Background: an optimization exercise with open tools, aiming at small area, a short achievable clock period and few clock cycles per item. Do not read the settings as production practice.
For this run, only the layout was checked, not whether the RTL still works.

## flow/config.mk

```make
export PLATFORM = sky130hd
export DESIGN_NAME = rgb_to_hue_saturation_top
export DESIGN_NICKNAME = rgb_to_hue_saturation_top
export VERILOG_FILES = /design/flow/design.v
export SDC_FILE = /design/flow/constraint.sdc
export NUM_CORES = 4
export LEC_CHECK = 0
export CAP_MARGIN = 20
export CORE_MARGIN = 2
export CORE_UTILIZATION = 40
export SLEW_MARGIN = 20
```

## flow/design.v

```verilog
`timescale 1ns / 1ps
`default_nettype none
module rgb_to_hue_saturation_top (
    input  logic       i_clk,
    input  logic       i_rst_n,
    input  logic       i_valid,
    output logic       o_ready,
    input  logic [7:0] i_red,
    input  logic [7:0] i_green,
    input  logic [7:0] i_blue,
    output logic       o_valid,
    input  logic       i_ready,
    output logic [7:0] o_hue,
    output logic [7:0] o_saturation
);
    logic w_en;
    logic [10:0] r_vld;
    logic [0:0] w_c_rg_0;
    logic [0:0] w_c_rb_0;
    logic [0:0] w_c_gb_0;
    logic [7:0] w_mx_0;
    logic [7:0] w_mn_0;
    logic [7:0] w_md_0;
    logic [2:0] w_j_0;
    logic [7:0] w_d_0;
    logic [7:0] w_rp_0;
    logic [7:0] r1_d;
    logic [2:0] r1_j;
    logic [7:0] r1_mx;
    logic [7:0] r1_rp;
    logic [8:0] w_hh9_0;
    logic [8:0] w_sh9_0;
    logic [6:0] w_hlo_0;
    logic [0:0] w_hl1_0;
    logic [0:0] w_hl2_0;
    logic [0:0] w_hl3_0;
    logic [0:0] w_hl4_0;
    logic [0:0] w_hl5_0;
    logic [0:0] w_hl6_0;
    logic [7:0] r2_d;
    logic [8:0] r2_hh9;
    logic [0:0] r2_hl1;
    logic [0:0] r2_hl2;
    logic [0:0] r2_hl3;
    logic [0:0] r2_hl4;
    logic [0:0] r2_hl5;
    logic [0:0] r2_hl6;
    logic [2:0] r2_j;
    logic [7:0] r2_mx;
    logic [8:0] r2_sh9;
    logic [0:0] w_hq7_0;
    logic [0:0] w_sq7_0;
    logic [7:0] w_hr7_0;
    logic [7:0] w_sr7_0;
    logic [8:0] w_hh9_1;
    logic [8:0] w_sh9_1;
    logic [7:0] r3_d;
    logic [8:0] r3_hh9;
    logic [0:0] r3_hl1;
    logic [0:0] r3_hl2;
    logic [0:0] r3_hl3;
    logic [0:0] r3_hl4;
    logic [0:0] r3_hl5;
    logic [0:0] r3_hq7;
    logic [2:0] r3_j;
    logic [7:0] r3_mx;
    logic [8:0] r3_sh9;
    logic [0:0] r3_sq7;
    logic [0:0] w_hq6_0;
    logic [0:0] w_sq6_0;
    logic [7:0] w_hr6_0;
    logic [7:0] w_sr6_0;
    logic [8:0] w_hh9_2;
    logic [8:0] w_sh9_2;
    logic [7:0] r4_d;
    logic [8:0] r4_hh9;
    logic [0:0] r4_hl1;
    logic [0:0] r4_hl2;
    logic [0:0] r4_hl3;
    logic [0:0] r4_hl4;
    logic [0:0] r4_hq6;
    logic [0:0] r4_hq7;
    logic [2:0] r4_j;
    logic [7:0] r4_mx;
    logic [8:0] r4_sh9;
    logic [0:0] r4_sq6;
    logic [0:0] r4_sq7;
    logic [0:0] w_hq5_0;
    logic [0:0] w_sq5_0;
    logic [7:0] w_hr5_0;
    logic [7:0] w_sr5_0;
    logic [8:0] w_hh9_3;
    logic [8:0] w_sh9_3;
    logic [7:0] r5_d;
    logic [8:0] r5_hh9;
    logic [0:0] r5_hl1;
    logic [0:0] r5_hl2;
    logic [0:0] r5_hl3;
    logic [0:0] r5_hq5;
    logic [0:0] r5_hq6;
    logic [0:0] r5_hq7;
    logic [2:0] r5_j;
    logic [7:0] r5_mx;
    logic [8:0] r5_sh9;
    logic [0:0] r5_sq5;
    logic [0:0] r5_sq6;
    logic [0:0] r5_sq7;
    logic [0:0] w_hq4_0;
    logic [0:0] w_sq4_0;
    logic [7:0] w_hr4_0;
    logic [7:0] w_sr4_0;
    logic [8:0] w_hh9_4;
    logic [8:0] w_sh9_4;
    logic [7:0] r6_d;
    logic [8:0] r6_hh9;
    logic [0:0] r6_hl1;
    logic [0:0] r6_hl2;
    logic [0:0] r6_hq4;
    logic [0:0] r6_hq5;
    logic [0:0] r6_hq6;
    logic [0:0] r6_hq7;
    logic [2:0] r6_j;
    logic [7:0] r6_mx;
    logic [8:0] r6_sh9;
    logic [0:0] r6_sq4;
    logic [0:0] r6_sq5;
    logic [0:0] r6_sq6;
    logic [0:0] r6_sq7;
    logic [0:0] w_hq3_0;
    logic [0:0] w_sq3_0;
    logic [7:0] w_hr3_0;
    logic [7:0] w_sr3_0;
    logic [8:0] w_hh9_5;
    logic [8:0] w_sh9_5;
    logic [7:0] r7_d;
    logic [8:0] r7_hh9;
    logic [0:0] r7_hl1;
    logic [0:0] r7_hq3;
    logic [0:0] r7_hq4;
    logic [0:0] r7_hq5;
    logic [0:0] r7_hq6;
    logic [0:0] r7_hq7;
    logic [2:0] r7_j;
    logic [7:0] r7_mx;
    logic [8:0] r7_sh9;
    logic [0:0] r7_sq3;
    logic [0:0] r7_sq4;
    logic [0:0] r7_sq5;
    logic [0:0] r7_sq6;
    logic [0:0] r7_sq7;
    logic [0:0] w_hq2_0;
    logic [0:0] w_sq2_0;
    logic [7:0] w_hr2_0;
    logic [7:0] w_sr2_0;
    logic [8:0] w_hh9_6;
    logic [8:0] w_sh9_6;
    logic [7:0] r8_d;
    logic [8:0] r8_hh9;
    logic [0:0] r8_hq2;
    logic [0:0] r8_hq3;
    logic [0:0] r8_hq4;
    logic [0:0] r8_hq5;
    logic [0:0] r8_hq6;
    logic [0:0] r8_hq7;
    logic [2:0] r8_j;
    logic [7:0] r8_mx;
    logic [8:0] r8_sh9;
    logic [0:0] r8_sq2;
    logic [0:0] r8_sq3;
    logic [0:0] r8_sq4;
    logic [0:0] r8_sq5;
    logic [0:0] r8_sq6;
    logic [0:0] r8_sq7;
    logic [0:0] w_hq1_0;
    logic [0:0] w_sq1_0;
    logic [7:0] w_hr1_0;
    logic [7:0] w_sr1_0;
    logic [8:0] w_hh9_7;
    logic [8:0] w_sh9_7;
    logic [7:0] r9_d;
    logic [8:0] r9_hh9;
    logic [0:0] r9_hq1;
    logic [0:0] r9_hq2;
    logic [0:0] r9_hq3;
    logic [0:0] r9_hq4;
    logic [0:0] r9_hq5;
    logic [0:0] r9_hq6;
    logic [0:0] r9_hq7;
    logic [2:0] r9_j;
    logic [7:0] r9_mx;
    logic [8:0] r9_sh9;
    logic [0:0] r9_sq1;
    logic [0:0] r9_sq2;
    logic [0:0] r9_sq3;
    logic [0:0] r9_sq4;
    logic [0:0] r9_sq5;
    logic [0:0] r9_sq6;
    logic [0:0] r9_sq7;
    logic [0:0] w_hq0_0;
    logic [0:0] w_sq0_0;
    logic [7:0] r10_d;
    logic [0:0] r10_hq0;
    logic [0:0] r10_hq1;
    logic [0:0] r10_hq2;
    logic [0:0] r10_hq3;
    logic [0:0] r10_hq4;
    logic [0:0] r10_hq5;
    logic [0:0] r10_hq6;
    logic [0:0] r10_hq7;
    logic [2:0] r10_j;
    logic [0:0] r10_sq0;
    logic [0:0] r10_sq1;
    logic [0:0] r10_sq2;
    logic [0:0] r10_sq3;
    logic [0:0] r10_sq4;
    logic [0:0] r10_sq5;
    logic [0:0] r10_sq6;
    logic [0:0] r10_sq7;
    logic [7:0] w_Q_0;
    logic [7:0] w_SQ_0;
    logic [0:0] w_z_0;
    logic [8:0] w_x_0;
    logic [7:0] w_hue_0;
    logic [7:0] w_sat_0;
    logic [7:0] r11_hue;
    logic [7:0] r11_sat;
    assign w_en    = !r_vld[10] || i_ready;
    assign o_ready = w_en;
    assign w_c_rg_0 = i_red >= i_green;
    assign w_c_rb_0 = i_red >= i_blue;
    assign w_c_gb_0 = i_green >= i_blue;
    assign w_mx_0 = (w_c_rg_0 & w_c_rb_0) ? i_red : ((!w_c_rg_0 & w_c_gb_0) ? i_green : i_blue);
    assign w_mn_0 = (!w_c_rg_0 & !w_c_rb_0) ? i_red : ((w_c_rg_0 & !w_c_gb_0) ? i_green : i_blue);
    assign w_md_0 = ((w_c_rg_0 ^ w_c_rb_0) ? i_red : ((w_c_rg_0 ^ !w_c_gb_0) ? i_green : i_blue));
    assign w_j_0 = (w_c_rg_0 & w_c_rb_0) ? (w_c_gb_0 ? 3'd0 : 3'd5) : ((!w_c_rg_0 & w_c_gb_0) ? (w_c_rb_0 ? 3'd1 : 3'd2) : (w_c_rg_0 ? 3'd4 : 3'd3));
    assign w_d_0 = w_mx_0 - w_mn_0;
    assign w_rp_0 = w_j_0[0] ? (w_mx_0 - w_md_0) : (w_md_0 - w_mn_0);
    assign w_hh9_0 = 9'((16'(r1_rp) * 16'd254) >> 7);
    assign w_sh9_0 = 9'((16'(r1_d) * 16'd254) >> 7);
    assign w_hlo_0 = 7'(16'(r1_rp) * 16'd254);
    assign w_hl1_0 = w_hlo_0[1];
    assign w_hl2_0 = w_hlo_0[2];
    assign w_hl3_0 = w_hlo_0[3];
    assign w_hl4_0 = w_hlo_0[4];
    assign w_hl5_0 = w_hlo_0[5];
    assign w_hl6_0 = w_hlo_0[6];
    assign w_hq7_0 = r2_hh9 >= {1'b0, r2_d};
    assign w_sq7_0 = r2_sh9 >= {1'b0, r2_mx};
    assign w_hr7_0 = 8'(w_hq7_0 ? (r2_hh9 - {1'b0, r2_d}) : r2_hh9);
    assign w_sr7_0 = 8'(w_sq7_0 ? (r2_sh9 - {1'b0, r2_mx}) : r2_sh9);
    assign w_hh9_1 = {w_hr7_0, r2_hl6};
    assign w_sh9_1 = {w_sr7_0, (r2_d[5] ^ (|r2_d[4:0]))};
    assign w_hq6_0 = r3_hh9 >= {1'b0, r3_d};
    assign w_sq6_0 = r3_sh9 >= {1'b0, r3_mx};
    assign w_hr6_0 = 8'(w_hq6_0 ? (r3_hh9 - {1'b0, r3_d}) : r3_hh9);
    assign w_sr6_0 = 8'(w_sq6_0 ? (r3_sh9 - {1'b0, r3_mx}) : r3_sh9);
    assign w_hh9_2 = {w_hr6_0, r3_hl5};
    assign w_sh9_2 = {w_sr6_0, (r3_d[4] ^ (|r3_d[3:0]))};
    assign w_hq5_0 = r4_hh9 >= {1'b0, r4_d};
    assign w_sq5_0 = r4_sh9 >= {1'b0, r4_mx};
    assign w_hr5_0 = 8'(w_hq5_0 ? (r4_hh9 - {1'b0, r4_d}) : r4_hh9);
    assign w_sr5_0 = 8'(w_sq5_0 ? (r4_sh9 - {1'b0, r4_mx}) : r4_sh9);
    assign w_hh9_3 = {w_hr5_0, r4_hl4};
    assign w_sh9_3 = {w_sr5_0, (r4_d[3] ^ (|r4_d[2:0]))};
    assign w_hq4_0 = r5_hh9 >= {1'b0, r5_d};
    assign w_sq4_0 = r5_sh9 >= {1'b0, r5_mx};
    assign w_hr4_0 = 8'(w_hq4_0 ? (r5_hh9 - {1'b0, r5_d}) : r5_hh9);
    assign w_sr4_0 = 8'(w_sq4_0 ? (r5_sh9 - {1'b0, r5_mx}) : r5_sh9);
    assign w_hh9_4 = {w_hr4_0, r5_hl3};
    assign w_sh9_4 = {w_sr4_0, (r5_d[2] ^ (|r5_d[1:0]))};
    assign w_hq3_0 = r6_hh9 >= {1'b0, r6_d};
    assign w_sq3_0 = r6_sh9 >= {1'b0, r6_mx};
    assign w_hr3_0 = 8'(w_hq3_0 ? (r6_hh9 - {1'b0, r6_d}) : r6_hh9);
    assign w_sr3_0 = 8'(w_sq3_0 ? (r6_sh9 - {1'b0, r6_mx}) : r6_sh9);
    assign w_hh9_5 = {w_hr3_0, r6_hl2};
    assign w_sh9_5 = {w_sr3_0, (r6_d[1] ^ (|r6_d[0:0]))};
    assign w_hq2_0 = r7_hh9 >= {1'b0, r7_d};
    assign w_sq2_0 = r7_sh9 >= {1'b0, r7_mx};
    assign w_hr2_0 = 8'(w_hq2_0 ? (r7_hh9 - {1'b0, r7_d}) : r7_hh9);
    assign w_sr2_0 = 8'(w_sq2_0 ? (r7_sh9 - {1'b0, r7_mx}) : r7_sh9);
    assign w_hh9_6 = {w_hr2_0, r7_hl1};
    assign w_sh9_6 = {w_sr2_0, r7_d[0]};
    assign w_hq1_0 = r8_hh9 >= {1'b0, r8_d};
    assign w_sq1_0 = r8_sh9 >= {1'b0, r8_mx};
    assign w_hr1_0 = 8'(w_hq1_0 ? (r8_hh9 - {1'b0, r8_d}) : r8_hh9);
    assign w_sr1_0 = 8'(w_sq1_0 ? (r8_sh9 - {1'b0, r8_mx}) : r8_sh9);
    assign w_hh9_7 = {w_hr1_0, 1'b0};
    assign w_sh9_7 = {w_sr1_0, 1'b0};
    assign w_hq0_0 = r9_hh9 >= {1'b0, r9_d};
    assign w_sq0_0 = r9_sh9 >= {1'b0, r9_mx};
    assign w_Q_0 = {r10_hq7, r10_hq6, r10_hq5, r10_hq4, r10_hq3, r10_hq2, r10_hq1, r10_hq0};
    assign w_SQ_0 = {r10_sq7, r10_sq6, r10_sq5, r10_sq4, r10_sq3, r10_sq2, r10_sq1, r10_sq0};
    assign w_z_0 = r10_d == 8'd0;
    assign w_x_0 = 9'(w_Q_0) + ((r10_j == 3'd1 || r10_j == 3'd4) ? 9'd5 : (r10_j == 3'd2 || r10_j == 3'd5) ? 9'd1 : 9'd3);
    assign w_hue_0 = w_z_0 ? 8'd0 : (8'((w_x_0 >> 1) / 9'd3) + (r10_j == 3'd0 ? 8'd0 : r10_j == 3'd1 ? 8'd42 : r10_j == 3'd2 ? 8'd85 : r10_j == 3'd3 ? 8'd127 : r10_j == 3'd4 ? 8'd169 : 8'd212));
    assign w_sat_0 = w_z_0 ? 8'd0 : w_SQ_0;
    always_ff @(posedge i_clk) begin
        if (!i_rst_n) begin
            r_vld <= '0;
        end else if (w_en) begin
            r_vld <= {r_vld[9:0], i_valid};
        end
    end
    always_ff @(posedge i_clk) begin
        if (w_en) begin
            r1_d <= w_d_0;
            r1_j <= w_j_0;
            r1_mx <= w_mx_0;
            r1_rp <= w_rp_0;
            r2_d <= r1_d;
            r2_hh9 <= w_hh9_0;
            r2_hl1 <= w_hl1_0;
            r2_hl2 <= w_hl2_0;
            r2_hl3 <= w_hl3_0;
            r2_hl4 <= w_hl4_0;
            r2_hl5 <= w_hl5_0;
            r2_hl6 <= w_hl6_0;
            r2_j <= r1_j;
            r2_mx <= r1_mx;
            r2_sh9 <= w_sh9_0;
            r3_d <= r2_d;
            r3_hh9 <= w_hh9_1;
            r3_hl1 <= r2_hl1;
            r3_hl2 <= r2_hl2;
            r3_hl3 <= r2_hl3;
            r3_hl4 <= r2_hl4;
            r3_hl5 <= r2_hl5;
            r3_hq7 <= w_hq7_0;
            r3_j <= r2_j;
            r3_mx <= r2_mx;
            r3_sh9 <= w_sh9_1;
            r3_sq7 <= w_sq7_0;
            r4_d <= r3_d;
            r4_hh9 <= w_hh9_2;
            r4_hl1 <= r3_hl1;
            r4_hl2 <= r3_hl2;
            r4_hl3 <= r3_hl3;
            r4_hl4 <= r3_hl4;
            r4_hq6 <= w_hq6_0;
            r4_hq7 <= r3_hq7;
            r4_j <= r3_j;
            r4_mx <= r3_mx;
            r4_sh9 <= w_sh9_2;
            r4_sq6 <= w_sq6_0;
            r4_sq7 <= r3_sq7;
            r5_d <= r4_d;
            r5_hh9 <= w_hh9_3;
            r5_hl1 <= r4_hl1;
            r5_hl2 <= r4_hl2;
            r5_hl3 <= r4_hl3;
            r5_hq5 <= w_hq5_0;
            r5_hq6 <= r4_hq6;
            r5_hq7 <= r4_hq7;
            r5_j <= r4_j;
            r5_mx <= r4_mx;
            r5_sh9 <= w_sh9_3;
            r5_sq5 <= w_sq5_0;
            r5_sq6 <= r4_sq6;
            r5_sq7 <= r4_sq7;
            r6_d <= r5_d;
            r6_hh9 <= w_hh9_4;
            r6_hl1 <= r5_hl1;
            r6_hl2 <= r5_hl2;
            r6_hq4 <= w_hq4_0;
            r6_hq5 <= r5_hq5;
            r6_hq6 <= r5_hq6;
            r6_hq7 <= r5_hq7;
            r6_j <= r5_j;
            r6_mx <= r5_mx;
            r6_sh9 <= w_sh9_4;
            r6_sq4 <= w_sq4_0;
            r6_sq5 <= r5_sq5;
            r6_sq6 <= r5_sq6;
            r6_sq7 <= r5_sq7;
            r7_d <= r6_d;
            r7_hh9 <= w_hh9_5;
            r7_hl1 <= r6_hl1;
            r7_hq3 <= w_hq3_0;
            r7_hq4 <= r6_hq4;
            r7_hq5 <= r6_hq5;
            r7_hq6 <= r6_hq6;
            r7_hq7 <= r6_hq7;
            r7_j <= r6_j;
            r7_mx <= r6_mx;
            r7_sh9 <= w_sh9_5;
            r7_sq3 <= w_sq3_0;
            r7_sq4 <= r6_sq4;
            r7_sq5 <= r6_sq5;
            r7_sq6 <= r6_sq6;
            r7_sq7 <= r6_sq7;
            r8_d <= r7_d;
            r8_hh9 <= w_hh9_6;
            r8_hq2 <= w_hq2_0;
            r8_hq3 <= r7_hq3;
            r8_hq4 <= r7_hq4;
            r8_hq5 <= r7_hq5;
            r8_hq6 <= r7_hq6;
            r8_hq7 <= r7_hq7;
            r8_j <= r7_j;
            r8_mx <= r7_mx;
            r8_sh9 <= w_sh9_6;
            r8_sq2 <= w_sq2_0;
            r8_sq3 <= r7_sq3;
            r8_sq4 <= r7_sq4;
            r8_sq5 <= r7_sq5;
            r8_sq6 <= r7_sq6;
            r8_sq7 <= r7_sq7;
            r9_d <= r8_d;
            r9_hh9 <= w_hh9_7;
            r9_hq1 <= w_hq1_0;
            r9_hq2 <= r8_hq2;
            r9_hq3 <= r8_hq3;
            r9_hq4 <= r8_hq4;
            r9_hq5 <= r8_hq5;
            r9_hq6 <= r8_hq6;
            r9_hq7 <= r8_hq7;
            r9_j <= r8_j;
            r9_mx <= r8_mx;
            r9_sh9 <= w_sh9_7;
            r9_sq1 <= w_sq1_0;
            r9_sq2 <= r8_sq2;
            r9_sq3 <= r8_sq3;
            r9_sq4 <= r8_sq4;
            r9_sq5 <= r8_sq5;
            r9_sq6 <= r8_sq6;
            r9_sq7 <= r8_sq7;
            r10_d <= r9_d;
            r10_hq0 <= w_hq0_0;
            r10_hq1 <= r9_hq1;
            r10_hq2 <= r9_hq2;
            r10_hq3 <= r9_hq3;
            r10_hq4 <= r9_hq4;
            r10_hq5 <= r9_hq5;
            r10_hq6 <= r9_hq6;
            r10_hq7 <= r9_hq7;
            r10_j <= r9_j;
            r10_sq0 <= w_sq0_0;
            r10_sq1 <= r9_sq1;
            r10_sq2 <= r9_sq2;
            r10_sq3 <= r9_sq3;
            r10_sq4 <= r9_sq4;
            r10_sq5 <= r9_sq5;
            r10_sq6 <= r9_sq6;
            r10_sq7 <= r9_sq7;
            r11_hue <= w_hue_0;
            r11_sat <= w_sat_0;
        end
    end
    assign o_valid      = r_vld[10];
    assign o_hue        = r11_hue;
    assign o_saturation = r11_sat;
endmodule
`default_nettype wire
```

## flow/constraint.sdc

```tcl
create_clock -name core_clock -period 5.5 [get_ports {i_clk}]
set_input_delay 1.1000 -clock core_clock [delete_from_list [all_inputs] [get_ports {i_clk}]]
set_output_delay 1.1000 -clock core_clock [all_outputs]
set_load 0.01 [all_outputs]
```

## flow/run.sh

```bash
#!/bin/bash
# synth_recipe.tcl (not shown) runs the flow's synth.tcl, then flattens the netlist and writes it again
# the make line also repeats each setting of config.mk as NAME=value (left out here)
make -C /OpenROAD-flow-scripts/flow DESIGN_CONFIG=/design/flow/config.mk WORK_HOME=/design/flow/orfs CLKGATE_MAP_FILE= SYNTH_SCRIPT=/design/flow/synth_recipe.tcl finish
```

==> impl.org <==
** Routing
- The count of nets left with antenna violations once routing finished came out at 0.
- First-pass DRT Iterations :: 4
- Mean routed wirelength per cell :: between 10 and 15 microns
- Vias :: 16000
- In the routed design, unresolved DRC markers number 0.
- In this run, the number of DRC markers left after iteration 0 of detailed routing was roughly 660.
- The final layout contains routed wiring with a total length of around 46000 microns.
- Number of vias per cell :: between 4 and 5

** Worst hold path
- The startpoint identified for the worst hold timing path is r5_hl2$_DFFE_PP_.
- Type of the worst min-delay path :: register to register

** Yosys
- The largest total area in the synthesized netlist belongs to edfxtp_1.
- Yosys mapped a number of flops with a built-in enable equal to 440.
- Most frequent cells after synthesis :: edfxtp_1 (440), inv_1 (346), ha_1 (250)
- A synthesized cell averages between 10 and 15 sq um.
- Cell count after synthesis :: around 2200
- For this run, the leading register cell type out of synthesis is edfxtp_1.
- Total number of yosys warnings :: 1
- In the synthesized netlist the async set-or-reset flop fraction comes to 0%.
- In this run the biggest area consumer among cell types represents about half of the synthesized area.
- Yosys instantiated no cell more often than edfxtp_1.
- The number of nets handed over by synthesis was 2503.
- #FFs+latches synth :: roughly 450
- Yosys mapped the design onto 73 distinct sky130hd cell types.
- Sorting the synthesized cells by area gives the leading types as edfxtp_1 (52%), ha_1 (12%), inv_1 (5.1%).
- Sequential element share of the synthesized area :: approximately 52%
- Area of the mapped netlist :: 25600 sq um

** Timing
- Worst-Margin Slew :: approximately 1100 ps
- After layout, the minimum clock period comes to around 6100 ps.
- Once routing completed, OpenROAD measured the worst setup slack at -595 ps.
- The tightest hold path in the finished design has a slack of 407 ps.
- The total count of max-transition violations in the final report came to 0.
- Post-Route Skew :: roughly 15 ps
- Based on the critical path, the design can be clocked at up to 164 MHz.
- Setup repair after global routing missed its margin :: yes
- Dividing the final minimum period by the clock period gives 111%.
- Measured against its own limit, the worst slew margin works out to between 20% and 30%.
- The number of hold-slack violations in the final timing report is 0.
- Setup violations remaining at the end of the flow were counted as 6.

** Clock network
- Number of clock sinks :: ~450
- Later-pin clock latency in the skew report :: roughly 560 ps
- Buffers inserted to repair hold after CTS numbered 0.
- Clock Path Buffers :: 3
- Number of levels in the clock H-tree :: 2
- CTS tree :: yes
- After clock tree synthesis, the clock-pin slew on the worst setup and hold paths is around 60 ps.
- Buffers inserted during clock tree synthesis total between 40 and 50.
- Root Buffer :: clkbuf_16

** GRT
- Global-route total usage across every layer :: between 10% and 20%
- The total overflow left after global routing is 0.
- Largest net degree at the start of global routing :: approximately 200
- Number of antenna violations at the first check in global routing :: 1
- The first global-routing pass estimated just under 80000 microns of wire.
- The number of global-route vias before repair came to between 15000 and 20000.

** Floorplan
- Die span in y :: ~260 microns
- Die extent in x :: 257 microns
- In this run the count of I/O pins placed on the die edge is 46.
- The initial utilization of the core area, before any placement, comes to roughly two fifths.
- The total area inside the core boundary comes to about 63000 sq um.
- In this run the core area contains a little over 90 standard-cell rows.
- The die covers roughly 66000 sq um.

** Setup path
- For this design, the slowest cell found on the critical path is or4_4.
- Required time of the critical path :: 5800 ps
- Buffers and inverters on the worst path :: 1
- Critical path class :: register to register
- Arr. time, crit path :: approximately 6400 ps
- The worst setup path is captured at a register.
- For this run, the slowest stage of the critical path takes 490 ps.
- Tracing the worst setup path back leads to its startpoint at r10_j[0]$_DFFE_PP_.
- The worst register-to-register path begins at r10_j[0]$_DFFE_PP_.
- Largest fanout of any net on the critical path :: 6
- Type of element launching the critical path :: register
- Broken down by cell family, the worst path's largest delay share belongs to compound AO/OA/AOI/OAI gates.

** Run
- Max-cap violations :: 0

** Placement
- In this run the tool buffered the top-level ports with 45 buffer cells.
- At the end of routability-driven placement, the weighted congestion stood at just under 0.9.
- Placed wire-length estimate after detailed placement :: about 35000 microns
- Area after detailed placement :: 28300 sq um

** Cells and area
- From synthesis to final layout, the design area changed by 18.1%.
- Number of nets in the layout :: approximately 2800
- 0 antenna diodes ended up in the layout.
- In the final layout, the share of cells above drive strength 1 is a little over an eighth.
- Summing all non-filler instances in the final layout gives an area of just over 30000 sq um.

** Run status
- Status :: complete, but fails checks
- Violated layout checks :: negative setup slack
[cell families after synthesis]
| group | share of synthesized area (%) |
|---|---|
| compound gates | 10.8 |
| simple gates | 8.16 |
| mux | 1.98 |
| flops | 52.4 |
| fa+ha+maj | 17.2 |
| buf+inv | 5.67 |
| xor+xnor | 3.79 |
[path summary, 6_finish.rpt]
check	end	slack, ps	depth (start not counted)
worst max-delay path	r11_hue[6]$_SDFFCE_PN0P_	-590	27
worst min-delay path	r6_hl2$_DFFE_PP_	410	0
worst max register to register	r11_hue[6]$_SDFFCE_PN0P_	-590	27
worst min register to register	r6_hl2$_DFFE_PP_	410	0
[layout make-up]
class                   instances  area [sq um]
repair buffers                233          1890
multi-input cells            1329         11100
fillers                      5564         32900
clock buffers                  66          1320
flip-flops and latches        451         13400
inverters                     346          1310
clock inverters                21           196
well taps                     846          1060
[what timing repair did]
action / CTS / global route
pin swaps: 26 / 30
buffers inserted: 19 / 12
endpoints found under the setup margin: 8 / 12
gates resized for setup: 17 / 43
[flip-flops by register name, summed over array words and instances, names as in the netlist, 9 cells and up]
register	cells
r_vld	11
r2_hh9	9
r2_sh9	9
r3_hh9	9
r3_sh9	9
r4_hh9	9
r4_sh9	9
r5_hh9	9
r5_sh9	9
r6_hh9	9
r6_sh9	9
r7_hh9	9
r7_sh9	9
r8_hh9	9
[layout by cell type, fill, tap and decap left out, types with 11 or more instances in the layout]
| cell type | n |
|---|---|
| o21ai_0 | 154 |
| nor2b_1 | 44 |
| nand4_1 | 31 |
| and3_1 | 15 |
| dfxtp_1 | 11 |
| ha_1 | 242 |
| edfxtp_1 | 440 |
| o211a_1 | 15 |
| xnor2_1 | 54 |
| fa_1 | 61 |
| a21o_1 | 42 |
| o21bai_1 | 18 |
| clkdlybuf4s50_1 | 45 |
| xor2_1 | 42 |
| a21boi_0 | 25 |
| o31ai_1 | 30 |
| buf_4 | 182 |
| nor2_1 | 77 |
| nor3_1 | 14 |
| mux2i_1 | 48 |
| or4_1 | 14 |
| nand2_1 | 152 |
| clkbuf_16 | 49 |
| o21a_1 | 14 |
| clkbuf_1 | 14 |
| a21oi_1 | 74 |
| nand2b_1 | 19 |
| inv_1 | 343 |
[routing by layer]
metal	vias to the layer above	share of wire (%)	global-route usage (%)
met5	-	0.028	0
met4	2	2.2	4.04
met3	83	3.1	2.28
met2	176	51	26.5
met1	7610	43	16.8
li1	8129	-	-
[stage by stage]
| stage | std cells | worst slack [ps] | utilization, % | TNS [ps] |
|---|---|---|---|---|
| floorplan | 2161 | -630 | - | -1830 |
| global placement | 3177 | -720 | 44.8 | -5190 |
| detailed placement | 3177 | -841 | 44.8 | -7340 |
| CTS | 3283 | -557 | 47.6 | -2110 |
| global route | 3292 | -882 | 47.9 | -4200 |
| finish | 3292 | -595 | 47.9 | -2410 |

==> separate check: timing with driven ports <==
Ports are ideal in the flow. The routed layout listed here was re-timed in OpenROAD. Step 1: set_driving_cell puts a clkbuf_16 on i_clk and a buf_2 on each other input, an assumption about the parent block. Step 2 also shifts input and output timing later by t, the mid clock arrival at the registers, as if the neighbouring blocks saw the same clock. Slacks: no drivers / after step 1 / after step 2; pairs: no drivers / after step 1.
t, ns: 0.611
setup slack, ns: -0.595 / -0.595 / -0.595
worst setup path after step 2: register to register
clock arrival spread, ns: 0.017 / 0.017
For this run, drivers alone change the setup slack by 0.000 ns; drivers and shift together by 0.000 ns.
